This design comes from an exercise in tuning for small area, a short achievable clock period and few clock cycles on the open sky130 flow, not from production work. Function was checked by simulation only, so behaviour that the tests miss may differ from the original. No activity file was given, so power comes from the tool's default toggle rates.

## onyx
Design sparse_polynomial_add_subtract, start of the top module:
module sparse_polynomial_add_subtract (
   input  logic        clock,
   input  logic        reset,
   input  logic        req_tvalid,
   output logic        req_tready,
   input  logic [47:0] req_tdata,    
   input  logic [2:0]  req_tuser,    
   output logic        rsp_tvalid,
   input  logic        rsp_tready,
   output logic [47:0] rsp_tdata,    
   output logic [2:0]  rsp_tuser,    
   output logic        rsp_tlast
);
For scale: about 4900 cells after synthesis, about 1900 flip-flops, about 110 I/O pins.
==> flow/config.mk <==
export PLATFORM = sky130hd
export DESIGN_NAME = sparse_polynomial_add_subtract
export DESIGN_NICKNAME = sparse_polynomial_add_subtract
export VERILOG_FILES = /design/flow/design.v
export SDC_FILE = /design/flow/constraint.sdc
export NUM_CORES = 4
export LEC_CHECK = 0
export CAP_MARGIN = 20
export CORE_MARGIN = 2
export CORE_UTILIZATION = 40
export SLEW_MARGIN = 20
==> flow/constraint.sdc <==
create_clock -name core_clock -period 10.5 [get_ports {clock}]
set_input_delay 2.1000 -clock core_clock [delete_from_list [all_inputs] [get_ports {clock}]]
set_output_delay 2.1000 -clock core_clock [all_outputs]
set_load 0.01 [all_outputs]
standard.sh (not shown) runs the stock make flow with config.mk's settings and CLKGATE_MAP_FILE= SYNTH_SCRIPT=/design/flow/synth_recipe.tcl, a recipe that flattens the netlist after the stock synthesis.
==> flow/flow/run.sh <==
#!/bin/bash
set -euo pipefail
bash standard.sh SETUP_SLACK_MARGIN=6.8 finish > standard.log 2>&1
Having completed the whole flow, onyx delivered a layout that passed the timing, DRC and antenna checks.
Testbench counts of onyx, summed over its fixed seeds: cycles 29,326.
Relative to onyx, the following input files were edited for juniper:
Settings: CORE_UTILIZATION changed from 40 to 60.
==> run notes <==
- Total number of cells along the worst setup path in juniper is 3 higher than in onyx
- onyx has higher post-CTS resize count than juniper.
- Compared with onyx, in juniper share of the cycle needed by the critical path after routing down 0.34 points, met2 routed wirelength moved down, power -0.084 mW, net switching power figure fell 2.1%.

Setup of run 1:
Another version of the RTL of sparse_polynomial_add_subtract (not shown whole).
Size in the first run: roughly 4600 cells after synthesis, about 110 I/O pins, roughly 75000 sq um of cells after synthesis.
export LEC_CHECK = 0
export CAP_MARGIN = 20
export CORE_MARGIN = 2
export CORE_UTILIZATION = 40
export SLEW_MARGIN = 20
create_clock -name core_clock -period 10.5 [get_ports {clock}]
==> flow/flow/run.sh <==
#!/bin/bash
set -euo pipefail
bash standard.sh SETUP_SLACK_MARGIN=6.5 finish > standard.log 2>&1
Testbench counts of run 1, summed over its fixed seeds: cycles 29,309.
Input-level comparison between run 2 and run 1:
==> flow/run.sh (new file) <==
#!/bin/bash
# synth_recipe.tcl (not shown) runs the flow's synth.tcl, then flattens the netlist and writes it again
# the make line also repeats each setting of config.mk as NAME=value (left out here)
make -C /OpenROAD-flow-scripts/flow DESIGN_CONFIG=/design/flow/config.mk WORK_HOME=/design/flow/orfs CLKGATE_MAP_FILE= SYNTH_SCRIPT=/design/flow/synth_recipe.tcl finish
--- a/flow/config.mk
+++ b/flow/config.mk
@@ -9,3 +9,4 @@
 export CORE_MARGIN = 2
 export CORE_UTILIZATION = 40
+export SETUP_SLACK_MARGIN = 5
 export SLEW_MARGIN = 20
removed: flow/flow/run.sh
removed: flow/standard.sh
Results
- Compared with run 1, in run 2 cell area after layout shows a reduction of 3.7%, via count shows a reduction of 1488.
- The post-cts repair resize count of run 2 is lower than that of run 1.
- Run comparison: run 2 timing endpoint of the critical path u_ctrl.o_data_ff[46]; run 1 timing endpoint of the critical path u_ctrl.o_data_ff[7]
- Against run 1, run 2 reports a critical path depth that is higher.
- Run 2 vs. run 1: met2 demand-to-capacity share in global routing now sits lower, final worst setup slack now sits lower, fraction of the cycle the final worst path needs now sits higher, non-clock buffer share of cell area now sits lower, clock latency of the later-clocked register in the worst-skew pair now sits higher.

== oak ==
Another version of the RTL of sparse_polynomial_add_subtract (not shown whole).
Size: roughly 2000 flip-flops, roughly 110 I/O pins.
## sparse_polynomial_add_subtract
module sparse_polynomial_add_subtract (
   input  logic        clock,
   input  logic        reset,
   input  logic        req_tvalid,
   output logic        req_tready,
   input  logic [47:0] req_tdata,    
   input  logic [2:0]  req_tuser,    
   output logic        rsp_tvalid,
   input  logic        rsp_tready,
   output logic [47:0] rsp_tdata,    
   output logic [2:0]  rsp_tuser,    
   output logic        rsp_tlast
);
clock: 10.5 ns
lec_check: 0
cap_margin: 20
core_margin: 2
core_utilization: 65
cts_cluster_diameter: 60
cts_cluster_size: 20
place_density: 0.68
slew_margin: 20
==> flow/flow/run.sh <==
#!/bin/bash
set -euo pipefail
bash standard.sh SETUP_SLACK_MARGIN=7.0 finish > standard.log 2>&1
Testbench counts of oak, summed over its fixed seeds: cycles 29,326.
--- input diff oak..pine ---
- changing CORE_UTILIZATION from 65 to 60
- removing PLACE_DENSITY (formerly 0.68)
==> flow/flow/run.sh <==
#!/bin/bash
set -euo pipefail
bash standard.sh SETUP_SLACK_MARGIN=7.2 finish > standard.log 2>&1
### Flow results
From oak to pine the numbers moved as follows: total global-route track usage went down, wire length saw an increase, number of buffers inserted by post-CTS setup repair shows an increase of 33. When pine is measured against oak, its register-to-register slack turns out 0.18 ns lower. In terms of total of endpoints with negative setup slack in the final report, pine and oak differ only marginally. In pine relative to oak, DRC marker count from the first detailed-route iteration had gone down by a few percent. Diff pine and oak: final period utilization lower in oak. On global-route track usage on met3, oak tracks pine almost exactly. End point of the critical path = u_ctrl.p_h1_ff[13]: oak; end point of the critical path = u_ctrl.p_expo_ff[5]: pine.
### pine -> birch
- CTS_CLUSTER_SIZE: 20 -> 25
- CTS_CLUSTER_DIAMETER: 60 -> 80
==> flow/flow/run.sh <==
#!/bin/bash
set -euo pipefail
bash standard.sh SETUP_SLACK_MARGIN=7.0 finish > standard.log 2>&1
--- outcome ---
The combined global-route utilization of all metal layers number comes out higher for pine vs birch.
birch vs pine: routed wirelength normalized by instance count up slightly
birch was carried through to the last stage, and its layout satisfied the timing, DRC and antenna checks.
Delta (birch minus pine): sum of met2 wire segment lengths after detailed routing down 2.5%; maximum frequency from static timing analysis has increased; maximum cell stage delay along the critical path shows a reduction of 0.06 ns; combinational share of power now sits at about the same level; power drawn by the clock network decreased about 23%.
Sort pine and birch by met2 global-route usage, ascending, and birch comes first.
Across both runs, worst clock skew was higher for birch than for pine.
Inputs modified between birch and maple:
- swapping 80 for 60 in CTS_CLUSTER_DIAMETER
- swapping 25 for 20 in CTS_CLUSTER_SIZE
Findings:
maple went all the way through the flow, and no timing, DRC or antenna check failed.
Comparing maple and birch, the lower worst-case hold slack was measured on birch.
Delta(area added between synthesis and finish, maple - birch) > 0
Cmp maple and birch / register-to-register slack / higher: maple
From birch to maple the numbers moved as follows: proportion of total power due to net switching was more or less identical, setup slack saw an increase.
Between maple and birch, it is maple whose wire length on met2 is lower, by 0.46%.
Looking at portion of total power attributed to the clock network, maple sits above birch.
Taking birch over maple, the number of clock buffer instances in the layout ratio works out to 0.881.
Relative to birch, sequential share of cell area has gone down in maple.
The standard cells in maple occupy more silicon area than those in birch do.
When maple is measured against birch, its final critical-path required period turns out 0.079 ns lower.

-- port drivers added, routing unchanged --
How much do the figures lean on ideal ports? The routed layouts below were timed once more, with nothing changed but the port constraints.
Step 1 (the two cells are an assumption about what drives the block):
set clk [get_ports {clock}]
set_driving_cell -lib_cell sky130_fd_sc_hd__clkbuf_16 $clk
set_driving_cell -lib_cell sky130_fd_sc_hd__buf_2 [delete_from_list [all_inputs] $clk]
Step 2 also shifts input and output timing later by t, the mid clock arrival at the registers, as if the neighbouring blocks saw the same clock.
Three values: ideal, step 1, step 2; two values: the first two.
run | shift t [ns] | slack for setup (ns) | hold slack, ns | slew at the worst register clock pin (ns) | worst slew at a driven data input, ns
onyx | 0.897 | 6.784 / 6.784 / 6.226 | 0.501 / 0.501 / 0.501 | 0.07 / 0.07 | 0.06
juniper | 0.884 | 6.820 / 6.769 / 6.097 | 0.497 / 0.497 / 0.497 | 0.07 / 0.07 | 0.07
run 1 | 0.897 | 6.286 / 6.286 / 5.997 | 0.451 / 0.451 / 0.451 | 0.07 / 0.07 | 0.10
run 2 | 0.907 | 5.127 / 5.127 / 5.127 | 0.435 / 0.435 / 0.435 | 0.07 / 0.07 | 0.10
oak | 0.832 | 6.844 / 6.844 / 6.535 | 0.477 / 0.477 / 0.477 | 0.08 / 0.08 | 0.07
pine | 0.860 | 6.668 / 6.668 / 6.249 | 0.459 / 0.459 / 0.459 | 0.08 / 0.08 | 0.06
birch | 0.812 | 6.795 / 6.795 / 6.403 | 0.467 / 0.467 / 0.467 | 0.11 / 0.11 | 0.07
maple | 0.855 | 6.874 / 6.846 / 6.415 | 0.474 / 0.474 / 0.474 | 0.09 / 0.09 | 0.07
After both steps every run listed still meets setup and hold. For juniper, which loses most, drivers alone change the setup slack by -0.051 ns; drivers and shift together by -0.723 ns.
